This design comes from an exercise in tuning for small area and a short achievable clock period on the open sky130 flow, not from production work. At most, simulation tests tie the RTL to the original design; equivalence was not proved. Power and IR drop assume default switching activity.

// depth_gated_color_segmenter
module depth_gated_color_segmenter #(
   parameter int LINE_WIDTH = dgcs_pkg::LINE_WIDTH_DEFAULT,
   parameter int LINE_COUNT = dgcs_pkg::LINE_COUNT_DEFAULT
) (
   input  logic                            clock,
   input  logic                            reset,
   input  logic                            req_valid,
   output logic                            req_stall,
   input  logic [48:0]                     req_payload,
   output logic                            rsp_valid,
   input  logic                            rsp_stall,
   output logic [137:0]                    rsp_payload,
   input  logic                            csr_write,
   input  logic [dgcs_pkg::CSR_IDX_W-1:0]  csr_index,
   input  logic [dgcs_pkg::CSR_DATA_W-1:0] csr_data
);
   localparam int PW = dgcs_pkg::POS_W;
   logic [15:0] near_limit_ff;
   logic [15:0] stats_limit_ff;
   logic [23:0] box_a_low_ff;
   logic [23:0] box_a_high_ff;
  ...
export LEC_CHECK = 0
export CAP_MARGIN = 20
export CORE_MARGIN = 2
export CORE_UTILIZATION = 40
export PLACE_DENSITY = 0.6
export SETUP_SLACK_MARGIN = 3.62
export SLEW_MARGIN = 20
create_clock -name core_clock -period 7.0 [get_ports {clock}]
standard.sh (not shown) runs the stock make flow with config.mk's settings and CLKGATE_MAP_FILE= SYNTH_SCRIPT=/design/flow/synth_recipe.tcl, a recipe that flattens the netlist after the stock synthesis.
==> flow/flow/run.sh <==
#!/bin/bash
# The standard layout (standard.sh) with these changes, all logged under orfs/logs/ as usual:
#  - synthesis (flow/synth.tcl) maps logic with abc's default script and leaves adders and
#    comparators to abc (no ADDER_MAP_FILE cells); registers are mapped as in the standard
#    synthesis, so they match it by name and cell type;
#  - plain sky130_fd_sc_hd__buf_1 cells as the port buffers instead of the delay buffer the
#    flow picks by default;
#  - larger clock-tree sink clusters, clkbuf_16 only, no dummy loads.
set -euo pipefail
here=$(pwd)
bash standard.sh 'ADDER_MAP_FILE=' "SYNTH_SCRIPT=$here/flow/synth.tcl" \
  'BUFFER_PORTS_ARGS=-buffer_cell sky130_fd_sc_hd__buf_1' \
  'CTS_ARGS=-sink_clustering_enable -repair_clock_nets -sink_clustering_size 24 -sink_clustering_max_diameter 60 -buf_list {sky130_fd_sc_hd__clkbuf_16} -dont_use_dummy_load' \
  finish > standard.log 2>&1
==> flow/flow/synth.tcl <==
# synth_recipe.tcl (the standard synthesis) with one change: abc maps the logic with its own
# default script (delay target 2500 ps) instead of ORFS's abc_speed.script. Registers are mapped
# before abc, by dfflibmap, exactly as in the standard synthesis.
proc synth {args} { yosys synth -nofsm -noshare {*}$args }
proc abc {args} {
  set out {}
  set skip 0
  foreach a $args {
    if {$skip} { set skip 0; continue }
    if {$a eq "-script" || $a eq "-D"} { set skip 1; continue }
    lappend out $a
  }
  yosys abc {*}$out -D 2500
}
source $::env(SCRIPTS_DIR)/synth.tcl
# left out here: clear keep_hierarchy, flatten, clean up, hide names made inside functions, write 1_2_yosys.v
The starting point passed the timing, design-rule and antenna checks.
Next try:
--- a/flow/flow/run.sh
+++ b/flow/flow/run.sh
@@ -7,3 +7,3 @@
 #    flow picks by default;
-#  - larger clock-tree sink clusters, clkbuf_16 only, no dummy loads.
+#  - larger clock-tree sink clusters, clkbuf_8 only, no dummy loads.
 set -euo pipefail
@@ -12,3 +12,3 @@
   'BUFFER_PORTS_ARGS=-buffer_cell sky130_fd_sc_hd__buf_1' \
-  'CTS_ARGS=-sink_clustering_enable -repair_clock_nets -sink_clustering_size 24 -sink_clustering_max_diameter 60 -buf_list {sky130_fd_sc_hd__clkbuf_16} -dont_use_dummy_load' \
+  'CTS_ARGS=-sink_clustering_enable -repair_clock_nets -sink_clustering_size 16 -sink_clustering_max_diameter 60 -buf_list {sky130_fd_sc_hd__clkbuf_8} -dont_use_dummy_load' \
   finish > standard.log 2>&1
SETUP_SLACK_MARGIN = 3.55   (was 3.62)
TNS_END_PERCENT = 20   (was unset)
Outcome: The changed run finished clean. Final area drops by 2.8%. Count of clock-buffer cells in the layout stays the same. Critical path depth is unchanged. Maximum frequency drops by 2.8%. Clock power drops by 30%. Worst hold slack gains 7.5 ps.
Next try:
CAP_MARGIN = 5   (was 20)
SETUP_SLACK_MARGIN = 3.62   (was 3.55)
SLEW_MARGIN = 5   (was 20)
TNS_END_PERCENT = unset   (was 20)
=> The new run finished clean. Utilization climbs by 0.49 points. Cell area climbs slightly. Clock skew drops by 31 ps.
Next try:
--- a/flow/flow/run.sh
+++ b/flow/flow/run.sh
@@ -7,3 +7,3 @@
 #    flow picks by default;
-#  - larger clock-tree sink clusters, clkbuf_8 only, no dummy loads.
+#  - larger clock-tree sink clusters, clkbuf_16 only, no dummy loads.
 set -euo pipefail
@@ -12,3 +12,3 @@
   'BUFFER_PORTS_ARGS=-buffer_cell sky130_fd_sc_hd__buf_1' \
-  'CTS_ARGS=-sink_clustering_enable -repair_clock_nets -sink_clustering_size 16 -sink_clustering_max_diameter 60 -buf_list {sky130_fd_sc_hd__clkbuf_8} -dont_use_dummy_load' \
+  'CTS_ARGS=-sink_clustering_enable -repair_clock_nets -sink_clustering_size 30 -sink_clustering_max_diameter 80 -buf_list {sky130_fd_sc_hd__clkbuf_16} -dont_use_dummy_load' \
   finish > standard.log 2>&1
CAP_MARGIN = 20   (was 5)
SLEW_MARGIN = 20   (was 5)
- final cell count fell slightly
- clock-buffer cell count came out lower by 12
- sequential power barely changes
- via count stays flat
- die area does not change
Next try:
--- a/flow/flow/run.sh
+++ b/flow/flow/run.sh
@@ -7,3 +7,3 @@
 #    flow picks by default;
-#  - larger clock-tree sink clusters, clkbuf_16 only, no dummy loads.
+#  - larger clock-tree sink clusters, clkbuf_8 only, no dummy loads.
 set -euo pipefail
@@ -12,3 +12,3 @@
   'BUFFER_PORTS_ARGS=-buffer_cell sky130_fd_sc_hd__buf_1' \
-  'CTS_ARGS=-sink_clustering_enable -repair_clock_nets -sink_clustering_size 30 -sink_clustering_max_diameter 80 -buf_list {sky130_fd_sc_hd__clkbuf_16} -dont_use_dummy_load' \
+  'CTS_ARGS=-sink_clustering_enable -repair_clock_nets -sink_clustering_size 16 -sink_clustering_max_diameter 60 -buf_list {sky130_fd_sc_hd__clkbuf_8} -dont_use_dummy_load' \
   finish > standard.log 2>&1
SETUP_SLACK_MARGIN = 3.48   (was 3.62)
What happened: Fmax is lower slightly. Total power came out lower by a few percent. Routed wire length goes up slightly. Via count is higher slightly.
Next try:
--- a/flow/flow/run.sh
+++ b/flow/flow/run.sh
@@ -12,3 +12,3 @@
   'BUFFER_PORTS_ARGS=-buffer_cell sky130_fd_sc_hd__buf_1' \
-  'CTS_ARGS=-sink_clustering_enable -repair_clock_nets -sink_clustering_size 16 -sink_clustering_max_diameter 60 -buf_list {sky130_fd_sc_hd__clkbuf_8} -dont_use_dummy_load' \
+  'CTS_ARGS=-sink_clustering_enable -repair_clock_nets -sink_clustering_size 22 -sink_clustering_max_diameter 45 -buf_list {sky130_fd_sc_hd__clkbuf_8} -dont_use_dummy_load' \
   finish > standard.log 2>&1
SETUP_SLACK_MARGIN = 3.55   (was 3.48)
Maximum frequency increases by 2.4%.
Combinational power increases by about 2%.
Wire length increases by 0.36%.
Total power increases by 3.7%.
Register-to-register slack improved by 80 ps.
Global-route usage increases by 0.16 points.
Worst hold slack barely changes.

========
Another version of the RTL of depth_gated_color_segmenter (not shown whole).
export LEC_CHECK = 0
export CAP_MARGIN = 20
export CORE_MARGIN = 2
export CORE_UTILIZATION = 40
export PLACE_DENSITY = 0.6
export SETUP_SLACK_MARGIN = 3.62
export SLEW_MARGIN = 20
create_clock -name core_clock -period 7.0 [get_ports {clock}]
==> flow/flow/run.sh <==
#!/bin/bash
# The standard layout (standard.sh) with these changes, all logged under orfs/logs/ as usual:
#  - synthesis (flow/synth.tcl) maps logic with abc's default script and leaves adders and
#    comparators to abc (no ADDER_MAP_FILE cells); registers are mapped as in the standard
#    synthesis, so they match it by name and cell type;
#  - plain sky130_fd_sc_hd__buf_1 cells as the port buffers instead of the delay buffer the
#    flow picks by default;
#  - larger clock-tree sink clusters, clkbuf_8 only, no dummy loads.
set -euo pipefail
here=$(pwd)
bash standard.sh 'ADDER_MAP_FILE=' "SYNTH_SCRIPT=$here/flow/synth.tcl" \
  'BUFFER_PORTS_ARGS=-buffer_cell sky130_fd_sc_hd__buf_1' \
  'CTS_ARGS=-sink_clustering_enable -repair_clock_nets -sink_clustering_size 16 -sink_clustering_max_diameter 60 -buf_list {sky130_fd_sc_hd__clkbuf_8} -dont_use_dummy_load' \
  finish > standard.log 2>&1
Scripts as last shown in full above: flow/flow/synth.tcl
The starting point finished clean.
Next try:
--- a/flow/config.mk
+++ b/flow/config.mk
@@ -10,4 +10,4 @@
 export CORE_UTILIZATION = 40
 export PLACE_DENSITY = 0.6
-export SETUP_SLACK_MARGIN = 3.62
+export SETUP_SLACK_MARGIN = 3.55
 export SLEW_MARGIN = 20
The changed run completed with no timing, DRC or antenna violations.
Setup slack gets better by 4.6 ps.
First-iteration DRC count drops by 4.0%.
Fmax barely changes.
Core utilization climbs by 0.16 points.
Global-route usage is about the same.
Clock power climbs by about 4%.
Cell count is about the same.
Non-clock buffer count climbs by 1.
Function was not checked in any run of this note: the RTL went through the layout flow alone.

========
Another version of the RTL of depth_gated_color_segmenter (not shown whole).
Size in the first run: about 340 flip-flops.
## depth_gated_color_segmenter
module depth_gated_color_segmenter (
   input  logic                            clock,
   input  logic                            reset,
   input  logic                            req_valid,
   output logic                            req_stall,
   input  logic [48:0]                     req_payload,
   output logic                            rsp_valid,
   input  logic                            rsp_stall,
   output logic [137:0]                    rsp_payload,
   input  logic                            csr_write,
   input  logic [dgcs_pkg::CSR_IDX_W-1:0]  csr_index,
   input  logic [dgcs_pkg::CSR_DATA_W-1:0] csr_data
);
export LEC_CHECK = 0
export CAP_MARGIN = 20
export CORE_MARGIN = 2
export CORE_UTILIZATION = 40
export CTS_BUF_LIST = sky130_fd_sc_hd__clkbuf_8
export PLACE_DENSITY = 0.6
export SETUP_SLACK_MARGIN = 3.7
export SLEW_MARGIN = 20
create_clock -name core_clock -period 7.0 [get_ports {clock}]
==> flow/flow/run.sh <==
#!/bin/bash
# The standard layout, with plain sky130_fd_sc_hd__buf_1 cells as the port buffers (instead of
# the delay buffer the flow picks by default) and larger clock-tree sink clusters without dummy
# loads. ORFS's own logs stay under orfs/logs/.
set -euo pipefail
bash standard.sh 'BUFFER_PORTS_ARGS=-buffer_cell sky130_fd_sc_hd__buf_1' \
  'CTS_ARGS=-sink_clustering_enable -repair_clock_nets -sink_clustering_size 20 -sink_clustering_max_diameter 80 -buf_list {sky130_fd_sc_hd__clkbuf_4 sky130_fd_sc_hd__clkbuf_8} -dont_use_dummy_load' \
  finish > standard.log 2>&1
The starting point ran to the end with no violations.
Change:
==> flow/flow/run.sh (replaced) <==
#!/bin/bash
# The standard layout, with plain sky130_fd_sc_hd__buf_1 cells as the port buffers (instead of
# the delay buffer the flow picks by default) and larger clock-tree sink clusters without dummy
# loads. ORFS's own logs stay under orfs/logs/.
set -euo pipefail
bash standard.sh 'BUFFER_PORTS_ARGS=-buffer_cell sky130_fd_sc_hd__buf_1' \
  'CTS_ARGS=-sink_clustering_enable -repair_clock_nets -sink_clustering_size 20 -sink_clustering_max_diameter 80 -buf_list sky130_fd_sc_hd__clkbuf_4 sky130_fd_sc_hd__clkbuf_8 -dont_use_dummy_load' \
  finish > standard.log 2>&1
After rerunning: The new run died in clock tree synthesis (4_1_cts) (STA-0564); synthesized cell count stays the same; area after synthesis is unchanged.
Change:
==> flow/flow/run.sh (replaced) <==
#!/bin/bash
# The standard layout, with plain sky130_fd_sc_hd__buf_1 cells as the port buffers (instead of
# the delay buffer the flow picks by default). ORFS's own logs stay under orfs/logs/.
set -euo pipefail
bash standard.sh 'BUFFER_PORTS_ARGS=-buffer_cell sky130_fd_sc_hd__buf_1' finish > standard.log 2>&1
Outcome:
- The changed run passed the timing, design-rule and antenna checks
- synthesized area is unchanged
- synthesized cell count is unchanged
No run of this note included a check of the RTL's function; only the layout flow was run.

========
== alpha ==
depth_gated_color_segmenter, a different RTL version from the one above (not shown whole).
Size in the first run: ~1,400 cells after synthesis, about 340 flip-flops, ~16,000 sq um of cells after synthesis.
export LEC_CHECK = 0
export CAP_MARGIN = 20
export CORE_MARGIN = 2
export CORE_UTILIZATION = 55
export PLACE_DENSITY = 0.7
export SETUP_SLACK_MARGIN = 3.55
export SLEW_MARGIN = 20
create_clock -name core_clock -period 7.0 [get_ports {clock}]
==> flow/flow/run.sh <==
#!/bin/bash
# The standard layout (standard.sh) with three changes, all logged under orfs/logs/ as usual:
#  - synthesis leaves adders and comparators to abc (no ADDER_MAP_FILE half/full-adder cells);
#    registers are untouched, so they match the standard synthesis by name and cell type;
#  - plain sky130_fd_sc_hd__buf_1 cells as the port buffers instead of the delay buffer the
#    flow picks by default;
#  - larger clock-tree sink clusters, clkbuf_8 only, no dummy loads.
set -euo pipefail
bash standard.sh 'ADDER_MAP_FILE=' \
  'BUFFER_PORTS_ARGS=-buffer_cell sky130_fd_sc_hd__buf_1' \
  'CTS_ARGS=-sink_clustering_enable -repair_clock_nets -sink_clustering_size 16 -sink_clustering_max_diameter 60 -buf_list {sky130_fd_sc_hd__clkbuf_8} -dont_use_dummy_load' \
  finish > standard.log 2>&1
### alpha -> beta
Settings: swapping 55 for 40 in CORE_UTILIZATION; swapping 3.55 for 3.85 in SETUP_SLACK_MARGIN; swapping 0.7 for 0.6 in PLACE_DENSITY.
Results
- beta finished end to end and its layout was clean on timing, DRC and antenna.
- Share of total power in the clock network: beta > alpha
- Per the comparison of beta with alpha, minimum clock period decreased 0.053 ns; non-clock buffer count grew by 54.
- Global-route wire length before repair on beta is up relative to alpha.
Setup changes, beta to gamma
Settings: changing SETUP_SLACK_MARGIN from 3.85 to 3.55.
==> flow/flow/run.sh <==
#!/bin/bash
# The standard layout (standard.sh) with these changes, all logged under orfs/logs/ as usual:
#  - synthesis (flow/synth.tcl) maps logic with abc for area (flow/amap.abc) and leaves adders
#    and comparators to abc (no ADDER_MAP_FILE cells); registers are mapped as in the standard
#    synthesis, so they match it by name and cell type;
#  - plain sky130_fd_sc_hd__buf_1 cells as the port buffers instead of the delay buffer the
#    flow picks by default;
#  - larger clock-tree sink clusters, clkbuf_8 only, no dummy loads.
set -euo pipefail
here=$(pwd)
sed "s#@ABC_SCRIPT_FILE@#$here/flow/amap.abc#" flow/synth.tcl > synth_own.tcl
bash standard.sh 'ADDER_MAP_FILE=' "SYNTH_SCRIPT=$here/synth_own.tcl" \
  'BUFFER_PORTS_ARGS=-buffer_cell sky130_fd_sc_hd__buf_1' \
  'CTS_ARGS=-sink_clustering_enable -repair_clock_nets -sink_clustering_size 16 -sink_clustering_max_diameter 60 -buf_list {sky130_fd_sc_hd__clkbuf_8} -dont_use_dummy_load' \
  finish > standard.log 2>&1
==> flow/flow/amap.abc (new file) <==
strash
ifraig
scorr
dc2
strash
&get -n
&dch -f
&put
amap
topo
==> flow/flow/synth.tcl (new file) <==
# synth_recipe.tcl (the standard synthesis) with one change: abc maps the logic for area with
# amap.abc (next to this file; run.sh puts its path in ABC_SCRIPT_FILE below) instead of ORFS's
# abc_speed.script, and timing is left to the flow's repair. Registers are mapped before abc, by
# dfflibmap, exactly as in the standard synthesis.
proc synth {args} { yosys synth -nofsm -noshare {*}$args }
proc abc {args} {
  set out {}
  set skip 0
  foreach a $args {
    if {$skip} { set skip 0; continue }
    if {$a eq "-script" || $a eq "-D"} { set skip 1; continue }
    lappend out $a
  }
  yosys abc {*}$out -script @ABC_SCRIPT_FILE@
}
source $::env(SCRIPTS_DIR)/synth.tcl
# left out here: clear keep_hierarchy, flatten, clean up, hide names made inside functions, write 1_2_yosys.v
Results
Lower number of cell instances on the worst register-to-register path among beta and gamma: beta. In the reports for beta and gamma, the larger net count of the mapped netlist belongs to beta. In the metrics for beta and gamma, the one carrying the lower part of the Yosys area used for sequential elements is beta. From beta to gamma the numbers moved as follows: portion of total power attributed to sequential cells shows an increase of 1.3 points, multi-input gate area in the final layout shows a reduction of 20%, number of non-clock inverters in the layout shows an increase of 170%, relative contribution of combinational cells to total power shows an increase of 0.4 points. Via count: gamma < beta. Via density per instance (gamma vs. beta) decreases by a few percent. Sequential share of layout area: gamma vs beta up 3.0 points. Global-route usage (higher): beta.
#### Input delta (delta over gamma)
==> flow/flow/run.sh <==
#!/bin/bash
# The standard layout (standard.sh) with three changes, all logged under orfs/logs/ as usual:
#  - synthesis leaves adders and comparators to abc (no ADDER_MAP_FILE half/full-adder cells);
#    registers are untouched, so they match the standard synthesis by name and cell type;
#  - plain sky130_fd_sc_hd__buf_1 cells as the port buffers instead of the delay buffer the
#    flow picks by default;
#  - larger clock-tree sink clusters, clkbuf_8 only, no dummy loads.
set -euo pipefail
bash standard.sh 'ADDER_MAP_FILE=' \
  'BUFFER_PORTS_ARGS=-buffer_cell sky130_fd_sc_hd__buf_1' \
  'CTS_ARGS=-sink_clustering_enable -repair_clock_nets -sink_clustering_size 16 -sink_clustering_max_diameter 60 -buf_list {sky130_fd_sc_hd__clkbuf_8} -dont_use_dummy_load' \
  finish > standard.log 2>&1
removed: flow/flow/amap.abc
removed: flow/flow/synth.tcl
### Flow results
Looking at post-route cell area, delta sits below gamma. Compared with gamma, delta shows a total half-perimeter wirelength after legalization and detailed placement that is 4600 microns higher. gamma has lower die span in y than delta. Cmp delta vs gamma: count of cells resized by post-cts repair lower in delta. Comparing gamma with delta, the worst-skew pair later-pin latency came out essentially unchanged. delta — largest net degree at the start of global routing 20 higher, gamma as reference. Against gamma, post-synthesis cell area in delta rose by a little under 10%. Relative to gamma, power decreased by about 5% in delta. Global-route wire length before repair ended up 3200 microns higher on delta than on gamma.
#### Input delta (epsilon over delta)
Settings: swapping 3.55 for 4.0 in SETUP_SLACK_MARGIN.
--- outcome ---
NOTE: post-placement worst setup slack in epsilon falls short of that of delta. Looking only at final cell count, and setting everything else aside, the higher value of epsilon and delta goes to epsilon. epsilon falls short of delta in wire length.
No functional check of the RTL was part of any run of this note.

-- port drivers added, routing unchanged --
Ports are ideal in the flow. The routed layouts listed here were re-timed in OpenROAD. Step 1 sets driving cells, clkbuf_16 on the clock port and buf_2 on the other inputs (assumed; they add their load-dependent delay and slew). Step 2, shift: input delay + t, output delay - t, t = (earliest + latest rising clock arrival at the registers) / 2. This alone moves slack from input paths to output paths. Slacks: ideal / step 1 / step 2; pairs: ideal / step 1.
| run | t (ns) | slack for setup (ns) | worst hold slack (ns) | pins driven straight from the clock port |
|---|---|---|---|---|
| the first run of note 1 | 0.609 | 3.730 / 3.679 / 3.345 | 0.440 / 0.440 / 0.440 | 1 |
| the second run of note 1 | 0.645 | 3.636 / 3.589 / 3.204 | 0.448 / 0.448 / 0.448 | 1 |
| the third run of note 1 | 0.595 | 3.767 / 3.745 / 3.343 | 0.445 / 0.445 / 0.445 | 1 |
| the fourth run of note 1 | 0.582 | 3.674 / 3.624 / 3.351 | 0.445 / 0.445 / 0.445 | 1 |
| the fifth run of note 1 | 0.572 | 3.639 / 3.639 / 3.306 | 0.448 / 0.448 / 0.448 | 1 |
| the sixth run of note 1 | 0.611 | 3.717 / 3.717 / 3.224 | 0.447 / 0.447 / 0.447 | 1 |
| the first run of note 2 | 0.652 | 3.725 / 3.700 / 3.621 | 0.529 / 0.529 / 0.529 | 1 |
| the second run of note 2 | 0.579 | 3.729 / 3.705 / 3.676 | 0.577 / 0.577 / 0.577 | 1 |
| the first run of note 3 | 0.637 | 3.489 / 3.489 / 3.234 | 0.475 / 0.475 / 0.475 | 1 |
| the third run of note 3 | 0.689 | 3.479 / 3.479 / 3.149 | 0.462 / 0.462 / 0.462 | 1 |
| alpha | 0.616 | 3.596 / 3.596 / 3.300 | 0.488 / 0.488 / 0.488 | 1 |
| beta | 0.624 | 3.649 / 3.649 / 3.507 | 0.491 / 0.491 / 0.491 | 1 |
| gamma | 0.661 | 2.320 / 2.320 / 2.320 | 0.468 / 0.468 / 0.468 | 1 |
| delta | 0.654 | 3.626 / 3.623 / 3.233 | 0.487 / 0.487 / 0.487 | 1 |
| epsilon | 0.665 | 3.528 / 3.528 / 3.355 | 0.487 / 0.487 / 0.487 | 1 |
After both steps setup and hold are still met in every run listed. For the sixth run of note 1, which loses most, drivers alone change the setup slack by 0.000 ns; drivers and shift together by -0.493 ns.
